Context: an optimization exercise on an open-source flow, tuned for small area. The choices shown serve that exercise and are no tape-out recipe. Function was checked by simulation only, so behaviour that the tests miss may differ from the original. Power and IR drop assume default switching activity.

==> flow/design.v (outline; a module is shown in full before it is edited, if it fits) <==
// module vmem_accum_seq: 1059 lines
module vmem_accum_seq #(
  parameter int ADDR_W = 32,
  parameter int DATA_W = 32,
  parameter int LEN_W  = 11
) (
  input  logic              clk,
  input  logic              reset,
  input  logic              start,
  input  logic              op,
  input  logic [ADDR_W-1:0] src_a,
  input  logic [ADDR_W-1:0] src_b,
  input  logic [ADDR_W-1:0] dst,
  input  logic [LEN_W-1:0]  len,
  input  logic              reduce,
  output logic              busy,
  output logic              done,
  output logic [ADDR_W-1:0] vm_addr_a,
  output logic [ADDR_W-1:0] vm_addr_b,
  output logic [ADDR_W-1:0] vm_addr_c,
  output logic [DATA_W-1:0] vm_wd,
  output logic              vm_we,
  input  logic [DATA_W-1:0] vm_rv_a,
  input  logic [DATA_W-1:0] vm_rv_b
);
  // ...
==> flow/flow/run.sh <==
#!/bin/bash
# Standard ORFS flow with three changes:
#  - after the standard synthesis, the combinational logic between the registers,
#    full adders and half adders is mapped again by ABC (flow/remap.abc); the
#    registers, full adders and half adders are kept as they are;
#  - flow/fixfa.py then moves inverters off full-adder and XOR pins (full adders
#    are self-dual);
#  - the port buffers that global placement inserts use sky130_fd_sc_hd__buf_1.
set -euo pipefail
R=orfs/results/${FLOW_PLATFORM}/vmem_accum_seq/base
LIB=${FLOW_HOME}/platforms/sky130hd/lib/sky130_fd_sc_hd__tt_025C_1v80.lib
bash standard.sh synth > synth.log 2>&1
cp $R/1_2_yosys.v $R/1_2_yosys.std.v
yosys -l remap.log -p "read_liberty -ignore_miss_func $LIB; read_verilog $R/1_2_yosys.std.v; hierarchy -top $FLOW_TOP; blackbox sky130_fd_sc_hd__fa_* sky130_fd_sc_hd__ha_* sky130_fd_sc_hd__df* sky130_fd_sc_hd__edf* sky130_fd_sc_hd__sdf* sky130_fd_sc_hd__dl* sky130_fd_sc_hd__conb_1; flatten; opt_clean -purge; abc -liberty $LIB -dont_use sky130_fd_sc_hd__probe_p_8 -dont_use sky130_fd_sc_hd__probec_p_8 -dont_use sky130_fd_sc_hd__lpflow_bleeder_1 -dont_use sky130_fd_sc_hd__lpflow_clkbufkapwr_1 -dont_use sky130_fd_sc_hd__lpflow_clkbufkapwr_16 -dont_use sky130_fd_sc_hd__lpflow_clkbufkapwr_2 -dont_use sky130_fd_sc_hd__lpflow_clkbufkapwr_4 -dont_use sky130_fd_sc_hd__lpflow_clkbufkapwr_8 -dont_use sky130_fd_sc_hd__lpflow_clkinvkapwr_1 -dont_use sky130_fd_sc_hd__lpflow_clkinvkapwr_16 -dont_use sky130_fd_sc_hd__lpflow_clkinvkapwr_2 -dont_use sky130_fd_sc_hd__lpflow_clkinvkapwr_4 -dont_use sky130_fd_sc_hd__lpflow_clkinvkapwr_8 -dont_use sky130_fd_sc_hd__lpflow_decapkapwr_12 -dont_use sky130_fd_sc_hd__lpflow_decapkapwr_3 -dont_use sky130_fd_sc_hd__lpflow_decapkapwr_4 -dont_use sky130_fd_sc_hd__lpflow_decapkapwr_6 -dont_use sky130_fd_sc_hd__lpflow_decapkapwr_8 -dont_use sky130_fd_sc_hd__lpflow_inputiso0n_1 -dont_use sky130_fd_sc_hd__lpflow_inputiso0p_1 -dont_use sky130_fd_sc_hd__lpflow_inputiso1n_1 -dont_use sky130_fd_sc_hd__lpflow_inputiso1p_1 -dont_use sky130_fd_sc_hd__lpflow_inputisolatch_1 -dont_use sky130_fd_sc_hd__lpflow_isobufsrc_1 -dont_use sky130_fd_sc_hd__lpflow_isobufsrc_16 -dont_use sky130_fd_sc_hd__lpflow_isobufsrc_2 -dont_use sky130_fd_sc_hd__lpflow_isobufsrc_4 -dont_use sky130_fd_sc_hd__lpflow_isobufsrc_8 -dont_use sky130_fd_sc_hd__lpflow_isobufsrckapwr_16 -dont_use sky130_fd_sc_hd__lpflow_lsbuf_lh_hl_isowell_tap_1 -dont_use sky130_fd_sc_hd__lpflow_lsbuf_lh_hl_isowell_tap_2  -script flow/remap.abc; opt_clean -purge; rename -hide w:*.*; opt_clean -purge; hilomap -singleton -hicell sky130_fd_sc_hd__conb_1 HI -locell sky130_fd_sc_hd__conb_1 LO; splitnets; opt_clean -purge; insbuf -buf sky130_fd_sc_hd__buf_1 A X; stat -liberty $LIB; write_verilog -noattr -noexpr -nohex -nodec $R/1_2_yosys.remap.v" > /dev/null
python3 flow/fixfa.py $R/1_2_yosys.remap.v $R/1_2_yosys.v > fixfa.log 2>&1
rm -f $R/1_synth.odb $R/1_synth.sdc
bash standard.sh "BUFFER_PORTS_ARGS=-buffer_cell sky130_fd_sc_hd__buf_1" finish > layout.log 2>&1
==> flow/flow/fixfa.py <==
#!/usr/bin/env python3
"""Netlist post-pass: moves inverters off full-adder pins.

A full adder is self-dual: FA(~a,~b,~c) = (~sum, ~cout). XOR/XNOR gates can
absorb an inversion on any pin by swapping XOR2<->XNOR2. This pass picks, for
every full adder and XOR/XNOR gate, whether its output net carries the true or
the complemented value, so that as few nets as possible need an inverter, and
rewrites the netlist accordingly. Registers and ports are untouched.
usage: fixfa.py in.v out.v
"""
import re, sys, random

OUTPINS = {"X", "Y", "Q", "Q_N", "SUM", "COUT", "HI", "LO"}
P = "sky130_fd_sc_hd__"
XORT = {"xor2_1": "xnor2_1", "xnor2_1": "xor2_1", "xor2_2": "xnor2_2", "xnor2_2": "xor2_2",
        "xor2_4": "xnor2_4", "xnor2_4": "xor2_4", "xor3_1": "xnor3_1", "xnor3_1": "xor3_1",
        "xor3_2": "xnor3_2", "xnor3_2": "xor3_2", "xor3_4": "xnor3_4", "xnor3_4": "xor3_4"}
INVT = {"inv_1", "inv_2", "inv_4", "inv_6", "inv_8", "inv_12", "inv_16",
        "clkinv_1", "clkinv_2", "clkinv_4", "clkinv_8", "clkinv_16"}

src = open(sys.argv[1]).read()
m_end = src.rindex("endmodule")
cell_re = re.compile(r"^  (" + P + r"(\w+))\s+(\S+)\s*\((.*?)\);\n", re.S | re.M)
pin_re = re.compile(r"\.(\w+)\(\s*(.*?)\s*\)(?:,|\s*$)", re.S)

cells = []
first = None
for m in cell_re.finditer(src):
    if first is None:
        first = m.start()
    typ, name, body = m.group(2), m.group(3), m.group(4)
    pins = [(p, n.strip()) for p, n in pin_re.findall(body)]
    cells.append({"typ": typ, "name": name, "pins": pins})
header = src[:first]
tail = src[cell_re.search(src, 0) and 0:0]
body_end = max(m.end() for m in cell_re.finditer(src))
footer = src[body_end:]
assert footer.strip().startswith("endmodule"), footer[:200]

ports = set()
for m in re.finditer(r"^\s*(input|output)\s+(\[(\d+):(\d+)\]\s+)?(\S+);", header, re.M):
    nm = m.group(5)
    if m.group(2):
        hi, lo = int(m.group(3)), int(m.group(4))
        for i in range(min(hi, lo), max(hi, lo) + 1):
            ports.add(f"{nm}[{i}]")
    else:
        ports.add(nm)

driver = {}
for ci, c in enumerate(cells):
    for p, n in c["pins"]:
        if p in OUTPINS:
            driver[n] = (ci, p)

def is_inv(c):
    return c["typ"] in INVT

# canonical literal of a net: follow inverters back to a non-inverter net
def canon(n):
    q = 0
    seen = 0
    while n in driver and is_inv(cells[driver[n][0]]) and seen < 8:
        c = cells[driver[n][0]]
        n = dict(c["pins"])["A"]
        q ^= 1
        seen += 1
    return n, q

def kind(c):
    if c["typ"].startswith("fa_"):
        return "fa"
    if c["typ"] in XORT:
        return "xor"
    return "other"

# Flippable cells: full adders and xor gates whose outputs are not ports.
flip_ok = []
for ci, c in enumerate(cells):
    k = kind(c)
    ok = k in ("fa", "xor")
    if ok:
        for p, n in c["pins"]:
            if p in OUTPINS and n in ports:
                ok = False
    flip_ok.append(ok)

# consumers: for each non-inverter cell input pin -> (base, q)
cons = {}   # base -> list of (ci, pin, q)
for ci, c in enumerate(cells):
    if is_inv(c):
        continue
    for p, n in c["pins"]:
        if p in OUTPINS or p == "CLK":
            continue
        if re.match(r"^\d+'", n):
            continue
        b, q = canon(n)
        cons.setdefault(b, []).append((ci, p, q))
# inverter outputs that are ports: keep those inverters as they are
keep_inv = set()
for ci, c in enumerate(cells):
    if is_inv(c) and dict(c["pins"])["Y"] in ports:
        keep_inv.add(ci)
        b, q = canon(dict(c["pins"])["A"])
        # its input is a consumer demanding polarity q^... treat as 'other' pin
        cons.setdefault(b, []).append((ci, "A", q))

flip = [0] * len(cells)

def phi(b):
    d = driver.get(b)
    return flip[d[0]] if d else 0

def need(b):
    f = phi(b)
    for ci, p, q in cons.get(b, []):
        k = kind(cells[ci])
        if k == "xor" and ci not in keep_inv:
            continue
        r = q ^ f ^ (flip[ci] if k == "fa" else 0)
        if r:
            return 1
    return 0

def affected(ci):
    s = set()
    for p, n in cells[ci]["pins"]:
        if p in OUTPINS:
            s.add(n)
        elif not re.match(r"^\d+'", n):
            s.add(canon(n)[0])
    return s

before = sum(need(b) for b in cons)
cand = [ci for ci in range(len(cells)) if flip_ok[ci]]
random.seed(1)
import math
affc = {ci: list(affected(ci)) for ci in cand}
cur = before
best = before
best_flip = flip[:]
steps = 60000
for st in range(steps):
    T = 1.5 * (1 - st / steps) + 0.02
    ci = random.choice(cand)
    aff = affc[ci]
    old = sum(need(b) for b in aff)
    flip[ci] ^= 1
    new = sum(need(b) for b in aff)
    d = new - old
    if d <= 0 or random.random() < math.exp(-d / T):
        cur += d
        if cur < best:
            best = cur
            best_flip = flip[:]
    else:
        flip[ci] ^= 1
flip[:] = best_flip
# final greedy clean-up
improved = True
while improved:
    improved = False
    for ci in cand:
        aff = affc[ci]
        old = sum(need(b) for b in aff)
        flip[ci] ^= 1
        if sum(need(b) for b in aff) < old:
            improved = True
        else:
            flip[ci] ^= 1
after = sum(need(b) for b in cons)
sys.stderr.write(f"fixfa: inverted nets {before} -> {after}, flipped {sum(flip)} cells\n")

# Rewrite.
newwires = []
invname = {}
out_cells = []
cnt = 0
def inv_of(b):
    global cnt
    if b not in invname:
        cnt += 1
        nn = f"_fxn{cnt}_"
        invname[b] = nn
        newwires.append(nn)
        out_cells.append(("inv_1", f"_fxi{cnt}_", [("A", b), ("Y", nn)]))
    return invname[b]

for ci, c in enumerate(cells):
    if is_inv(c) and ci not in keep_inv:
        continue
    k = kind(c)
    typ = c["typ"]
    par = flip[ci] if k == "xor" else 0
    pins = []
    for p, n in c["pins"]:
        if p in OUTPINS or p == "CLK" or re.match(r"^\d+'", n):
            pins.append((p, n))
            continue
        b, q = canon(n)
        r = q ^ phi(b) ^ (flip[ci] if k == "fa" else 0)
        if k == "xor" and ci not in keep_inv:
            par ^= r
            pins.append((p, b))
        elif ci in keep_inv and r:
            typ = "buf_1"
            pins.append((p, b))
        else:
            pins.append((p, inv_of(b) if r else b))
    if typ == "buf_1" and ci in keep_inv:
        pins = [("X" if p == "Y" else p, n) for p, n in pins]
    if par:
        ntyp = XORT[typ]
        if ntyp.startswith("xnor2"):
            pins = [("Y" if p == "X" else p, n) for p, n in pins]
        elif ntyp.startswith("xor2"):
            pins = [("X" if p == "Y" else p, n) for p, n in pins]
        typ = ntyp
    out_cells.append((typ, c["name"], pins))

def fmt(typ, name, pins):
    s = f"  {P}{typ} {name} (\n"
    s += ",\n".join(f"    .{p}({n}{' ' if n.startswith(chr(92)) else ''})" for p, n in pins)
    return s + "\n  );\n"

decl = "".join(f"  wire {w};\n" for w in newwires)
out = header + decl + "".join(fmt(*c) for c in out_cells) + footer
open(sys.argv[2], "w").write(out)
ninv_old = sum(1 for c in cells if is_inv(c))
ninv_new = sum(1 for c in out_cells if c[0] in INVT)
sys.stderr.write(f"fixfa: inverter cells {ninv_old} -> {ninv_new}\n")
==> flow/flow/remap.abc <==
&get -n
&st
&dch
&nf -R 1000
&put
==> flow/standard.sh <==
#!/bin/bash
# synth_recipe.tcl (not shown) runs the flow's synth.tcl, then flattens the netlist and writes it again
# the make line also repeats each setting of config.mk as NAME=value (left out here)
make -C /OpenROAD-flow-scripts/flow DESIGN_CONFIG=/design/flow/config.mk WORK_HOME=/design/flow/orfs CLKGATE_MAP_FILE= SYNTH_SCRIPT=/design/flow/synth_recipe.tcl "${@:-finish}"
==> flow/config.mk <==
export PLATFORM = sky130hd
export DESIGN_NAME = vmem_accum_seq
export DESIGN_NICKNAME = vmem_accum_seq
export VERILOG_FILES = /design/flow/design.v
export SDC_FILE = /design/flow/constraint.sdc
export NUM_CORES = 4
export LEC_CHECK = 0
export ABC_AREA = 1
export CAP_MARGIN = 20
export CORE_MARGIN = 2
export CORE_UTILIZATION = 40
export CTS_BUF_LIST = sky130_fd_sc_hd__clkbuf_4 sky130_fd_sc_hd__clkbuf_8
export SLEW_MARGIN = 20
==> flow/constraint.sdc <==
create_clock -name core_clock -period 12.5 [get_ports {clk}]
set_input_delay 2.5000 -clock core_clock [delete_from_list [all_inputs] [get_ports {clk}]]
set_output_delay 2.5000 -clock core_clock [all_outputs]
set_load 0.01 [all_outputs]
==> impl_metrics.json, run 1 <==
{
  "rsz0062_at_grt": "false",
  "path_clk_slew_ns": 0.11,
  "p_switching_mw": 1.96,
  "grt_pass1_wl_um": 79900,
  "post_dp_cell_area_um2": 17000,
  "finalHoldViolCount": 0,
  "drt-wirelength-per-cell_um": 23.2,
  "clk-insertion-delay-late_ns": 0.39,
  "routed_via_density": 6.00,
  "gp_congestion": 0.893,
  "clockBufferCount": 10,
  "holdPathStages": 1,
  "p_comb_mw": 3.05,
  "route.met3.wl_um": 5770,
  "slowest_stage": "fa_1",
  "p_clk_frac": 0.057,
  "clk-power_mw": 0.206,
  "first_iter_violations": 1478,
  "cts_tree": "done",
  "io_pins": 307,
  "crit_family": "adder cells",
  "multi_input_area_share": 0.730,
  "buffer_area_frac": 0.0951,
  "cts.path.max_buffers": 2,
  "status": "complete, no violations",
  "diodes": 3,
  "report.final.slew_viol_count": 0,
  "internal_power_mw": 1.69,
  "busiest_layer": "met2",
  "area_growth_syn_to_layout_pct": 17.2,
  "setup_violations": 0,
  "gr-total-overflow": 0,
  "hold_end": "nrem_q[0]",
  "netlist_area_um2": 14700,
  "r2r_slack_ns": 6.29,
  "startpoint": "vm_rv_b[0]",
  "nNetsFinal": 2253,
  "use_met3": 0.0756,
  "grt_util_met1": 0.355,
  "pre_cts_ws_ns": 0.119,
  "crit_cells": 25
}
==> inputs of run 2 (changes only) <==
--- a/flow/config.mk
+++ b/flow/config.mk
@@ -11,3 +11,2 @@
 export CORE_UTILIZATION = 40
-export CTS_BUF_LIST = sky130_fd_sc_hd__clkbuf_4 sky130_fd_sc_hd__clkbuf_8
 export SLEW_MARGIN = 20
==> impl_metrics.json, run 2 <==
{
  "status": "complete, no violations",
  "period_share": 0.963,
  "worstSetupEndpointType": "output port",
  "setup_violations": 0,
  "dieHeight_um": 196,
  "slowest_stage": "fa_1",
  "clockRootBuffer": "clkbuf_16",
  "cts_hold_buffers": 0,
  "cp.required_ns": 10.00,
  "min_period_ns": 12.04,
  "gr-total-overflow": 0,
  "p_seq_frac": 0.106,
  "nNetsFinal": 2253,
  "start_util": 0.404,
  "peakVddDrop_mv": 0.228,
  "crit_buf_inv": 3,
  "postLayoutCellArea_um2": 17400,
  "clk-insertion-delay-late_ns": 0.35,
  "final_common_cell": "buf_1",
  "post-route-drc-count": 0,
  "vias": 13233,
  "postRouteAntennaNets": 0,
  "io_buffer_count": 294,
  "htree_levels": 3,
  "gp_congestion": 0.893,
  "synthCells": 1357,
  "internal_power_mw": 1.76,
  "p_clk_frac": 0.074,
  "clock_sinks": 105,
  "utilization": 0.476,
  "power.density_nw_per_um2": 214,
  "coreArea_um2": 36400,
  "dieArea_um2": 38400,
  "crit_fanout": 4,
  "worstPathArrival_ns": 9.54,
  "cpPeakStageDelay_ns": 0.49,
  "hold_path_class": "flop to flop",
  "cts_buffers": 9,
  "post_dp_cell_area_um2": 17000,
  "cts_tree": "done",
  "report.final.slew_viol_count": 0,
  "n_fill_cell": 3496,
  "place_hpwl_um": 38900,
  "netlist_area_um2": 14700,
  "worstMarginPinSlew_ns": 1.17,
  "first_iter_violations": 1514,
  "rsz0062_at_grt": "false",
  "synth_warnings": 1,
  "max_freq_mhz": 83.1,
  "fp-row-count": 70,
  "drv_cap": 0,
  "finalHoldViolCount": 0,
  "fin_tns_setup_ns": 0,
  "io_pins": 307,
  "sw_frac_of_total": 0.528,
  "crit_family": "adder cells",
  "crit_type": "primary input to output port",
  "relSlewSlack": 0.217,
  "p_switching_mw": 1.96,
  "critPathMostFrequentCell": "fa_1",
  "worstSetupStartpointType": "primary input",
  "pre_cts_ws_ns": 0.119,
  "drive_gt1_frac": 0.0617,
  "r2r_slack_ns": 6.29,
  "synth.avg_cell_area_um2": 10.9,
  "pwr-share-comb": 0.820,
  "fin_skew_ns": 0.0163,
  "die_w_um": 196,
  "dr.pass1.iters": 7,
  "grt_usage": 0.268,
  "power_mw": 3.72,
  "grt_pass1_vias": 13586,
  "p_leak_nw": 7.16,
  "antenna_found_initial": 4,
  "top_regs": "pa_q x30, pb_q x30, pc_q x30",
  "area_growth_syn_to_layout_pct": 17.9,
  "grt_max_degree": 93,
  "cts.path.max_buffers": 2,
  "layout_common_cells": "291 x buf_1, 254 x xor2_1, 215 x fa_1, 214 x a22oi_1, 132 x ha_1",
  "drt-wirelength-per-cell_um": 23.3,
  "drt_wl_total_um": 51300,
  "grt_pass1_wl_um": 80000,
  "routed_via_density": 6.00,
  "path_clk_slew_ns": 0.07,
  "setup_slack_ns": 0.462
}
-- run 2: per-stage QoR --
step	instances	hold slack, ns
CTS	2203	0.486
global placement	2187	0.454
global route	2204	0.523
detailed placement	2187	0.475
finish	2207	0.486
floorplan	1362	0.438
-- run 2: what timing repair did --
item | 4_1_cts | 5_1_grt
setup buffers | 0 | 0
gates resized for setup | 0 | 6
setup endpoints to repair | 0 | 8
-- run 2: metal layers --
layer / vias to the layer above / share of wire / global-route usage
met5: - / 0.00053 / 0
met4: 4 / 0.019 / 0.0645
met3: 79 / 0.11 / 0.0767
met2: 705 / 0.47 / 0.434
met1: 6549 / 0.40 / 0.356
li1: 5896 / - / -
-- run 2: area by class of cell --
type / instances / area [µm²] / share of cell area
antenna: 4 / 10.0 / 0.000577
clock buffer: 10 / 229 / 0.0132
tap: 468 / 586 / 0.0337
timing repair buffer: 365 / 1640 / 0.0945
inverter: 31 / 116 / 0.00670
sequential: 105 / 2110 / 0.122
multi-input combinational: 1218 / 12600 / 0.726
clock inverter: 6 / 60.1 / 0.00346
-- run 2: final timing paths --
kind | start | endpoint | cells past startpoint
min reg2reg | nrem_q[0] | nrem_q[0] | 1
max | vm_rv_b[0] | vm_wd[30] | 25
max reg2reg | pc_q[0] | pc_q[28] | 30
min | nrem_q[0] | nrem_q[0] | 1
-- run 2: power by group through the flow --
stage	registers (mW)	logic [mW]	clock network, mW
floorplan	0.411	2.14	0
global placement	0.399	3.01	0
detailed placement	0.401	3.05	0
CTS	0.394	3.06	0.285
global route	0.399	3.47	0.299
finish	0.394	3.05	0.274
-- run 2: worst reg2reg max path: cells and delay by family (launching register included) --
family / cells / cell delay, ns
adders and majority gates: 29 / 5.55
DFF: 1 / 0.34
AOI/OAI and AO/OA: 1 / 0.21
==> inputs of run 3 (changes only) <==
--- a/flow/config.mk
+++ b/flow/config.mk
@@ -11,2 +11,4 @@
 export CORE_UTILIZATION = 40
+export CTS_BUF_LIST = sky130_fd_sc_hd__clkbuf_8
+export CTS_CLUSTER_SIZE = 10
 export SLEW_MARGIN = 20
==> impl_metrics.json, run 3 <==
{
  "dp_cells": 2187,
  "grt_pass1_vias": 13576,
  "slowest_stage": "fa_1",
  "drt_wl_total_um": 51200,
  "worstSetupEndpointType": "output port",
  "crit_fanout": 4,
  "postLayoutCellArea_um2": 17300,
  "fin_skew_ns": 0.0268,
  "dieArea_um2": 38400,
  "period_share": 0.963,
  "worstReg2RegEnd": "pc_q[28]",
  "critPathMostFrequentCell": "fa_1",
  "min_from": "nrem_q[0]",
  "dieHeight_um": 196,
  "routed_via_density": 6.01,
  "grt_max_degree": 93,
  "die_w_um": 196,
  "vias": 13261,
  "ctsResizeCount": 0,
  "finalHoldViolCount": 0,
  "report.final.slew_viol_count": 0,
  "fin_cells": 2207,
  "status": "complete, no violations",
  "p_leak_nw": 7.12,
  "place_hpwl_um": 38900,
  "gr-total-overflow": 0,
  "layout_common_cells": "291 x buf_1, 254 x xor2_1, 215 x fa_1, 214 x a22oi_1, 132 x ha_1",
  "top_regs": "pa_q x30, pb_q x30, pc_q x30",
  "cts_hold_buffers": 0,
  "regToRegStartpoint": "pc_q[0]",
  "rr_worst_depth": 30,
  "nNetsFinal": 2253,
  "holdPathStages": 1,
  "peakVddDrop_mv": 0.228,
  "grt_util_met1": 0.355,
  "drt-wirelength-per-cell_um": 23.2,
  "final_common_cell": "buf_1",
  "first_iter_violations": 1475,
  "synthCells": 1357,
  "utilization": 0.474,
  "worstPathArrival_ns": 9.53,
  "setup_violations": 0,
  "crit_type": "primary input to output port",
  "r2r_slack_ns": 6.29,
  "coreArea_um2": 36400,
  "power.density_nw_per_um2": 211,
  "netlist_area_um2": 14700,
  "synth.avg_cell_area_um2": 10.9,
  "busiest_layer": "met2",
  "path_clk_slew_ns": 0.11,
  "io_buffer_count": 294,
  "cts_tree": "done",
  "drv_cap": 0,
  "postRouteAntennaNets": 0,
  "grt_usage": 0.268,
  "io_pins": 307,
  "drive_gt1_frac": 0.0617,
  "fin_tns_setup_ns": 0,
  "fp-row-count": 70,
  "clk-insertion-delay-late_ns": 0.39,
  "clockRootBuffer": "clkbuf_8",
  "gp_congestion": 0.893,
  "htree_levels": 3,
  "cts.path.max_buffers": 2,
  "postCtsSetupRepairBufs": 0,
  "antenna_found_initial": 4,
  "grt_pass1_wl_um": 79900,
  "relSlewSlack": 0.206,
  "max_freq_mhz": 83.1,
  "clock_sinks": 105,
  "n_fill_cell": 3517,
  "worstSetupStartpointType": "primary input",
  "use_met3": 0.0756,
  "rsz0062_at_grt": "false",
  "cts_buffers": 9,
  "dr.pass1.iters": 12,
  "post-route-drc-count": 0,
  "cpPeakStageDelay_ns": 0.49,
  "grt_use_met2": 0.432,
  "hold_end": "nrem_q[0]",
  "hold_path_class": "flop to flop",
  "finalHoldWorstSlack_ns": 0.491,
  "area_growth_syn_to_layout_pct": 17.2,
  "start_util": 0.404,
  "post_dp_cell_area_um2": 17000,
  "synth_warnings": 1,
  "cp.required_ns": 10.00,
  "worstMarginPinSlew_ns": 1.19,
  "min_period_ns": 12.03
}
[run 3: per-layer routing]
| layer | vias to the layer above | share of wire |
|---|---|---|
| met3 | 90 | 0.11 |
| met4 | 4 | 0.020 |
| met1 | 6576 | 0.40 |
| met5 | - | 0.00059 |
| li1 | 5890 | - |
| met2 | 701 | 0.47 |
[run 3: worst max path at each step]
stage	startpoint	end	slack, ns	cells past startpoint
after floorplan	vm_rv_b[0]	vm_wd[30]	0.23	23
after global placement	vm_rv_b[1]	vm_wd[30]	0.09	24
after detailed placement	vm_rv_b[1]	vm_wd[31]	0.12	24
after CTS	vm_rv_b[1]	vm_wd[31]	0.07	24
after global routing	vm_rv_b[0]	vm_wd[31]	0.07	25
final	vm_rv_b[0]	vm_wd[30]	0.47	25
[run 3: final cells by class]
cell class | count | area [µm²] | area share
Multi-Input combinational cell | 1218 | 12600 | 0.730
Clock inverter | 7 | 63.8 | 0.00370
Sequential cell | 105 | 2110 | 0.122
Clock buffer | 9 | 124 | 0.00718
Inverter | 31 | 116 | 0.00674
Antenna cell | 4 | 10.0 | 0.000580
Timing Repair Buffer | 365 | 1640 | 0.0951
Tap cell | 468 | 586 | 0.0339
[run 3: metrics by stage]
step	power [mW]	setup WS (ns)
floorplan	2.55	0.232
global placement	3.40	0.0913
detailed placement	3.45	0.119
CTS	3.67	0.0690
global route	4.10	0.0706
finish	3.65	0.466
[run 3: critical path, delay by kind of cell]
family	cells	cell delay [ns]
adder cells (fa/ha/maj)	10	4.33
AO/OA/AOI/OAI	6	1.18
AND/OR/NAND/NOR	5	0.94
buffers and inverters	3	0.41
XOR/XNOR	1	0.15
[run 3: power breakdown]
part | internal [mW] | leakage (nW) | switching [mW] | total [mW]
clock network | 0.0759 | 0.0919 | 0.127 | 0.203
registers | 0.370 | 0.864 | 0.0230 | 0.393
logic | 1.24 | 6.16 | 1.81 | 3.05

==> static timing again, ports no longer ideal <==
In the flow no input, the clock included, has a driving cell. The finished layouts below were timed again as built, in two steps.
Step 1: set_driving_cell puts a clkbuf_16 on clk and a buf_2 on each other input, an assumption about the parent block.
Step 2 times the ports against the registers' clock, not the clock port: input delays grow and output delays shrink by t, the midpoint of the rising clock arrivals with the driver on.
Slacks: no drivers / after step 1 / after step 2; pairs: no drivers / after step 1.
run | t (ns) | setup slack, ns | hold slack, ns | worst setup path at the end | pins driven straight from the clock port
run 1 | 0.418 | 0.471 / 0.449 / 0.449 | 0.491 / 0.491 / 0.491 | input to output | 1
run 2 | 0.393 | 0.462 / 0.439 / 0.439 | 0.486 / 0.486 / 0.486 | input to output | 1
run 3 | 0.418 | 0.466 / 0.444 / 0.444 | 0.491 / 0.491 / 0.491 | input to output | 1
After both steps setup and hold are still met in every run listed. The setup slack of run 2, which loses most, moves by -0.023 ns with the drivers and by -0.023 ns with both steps.
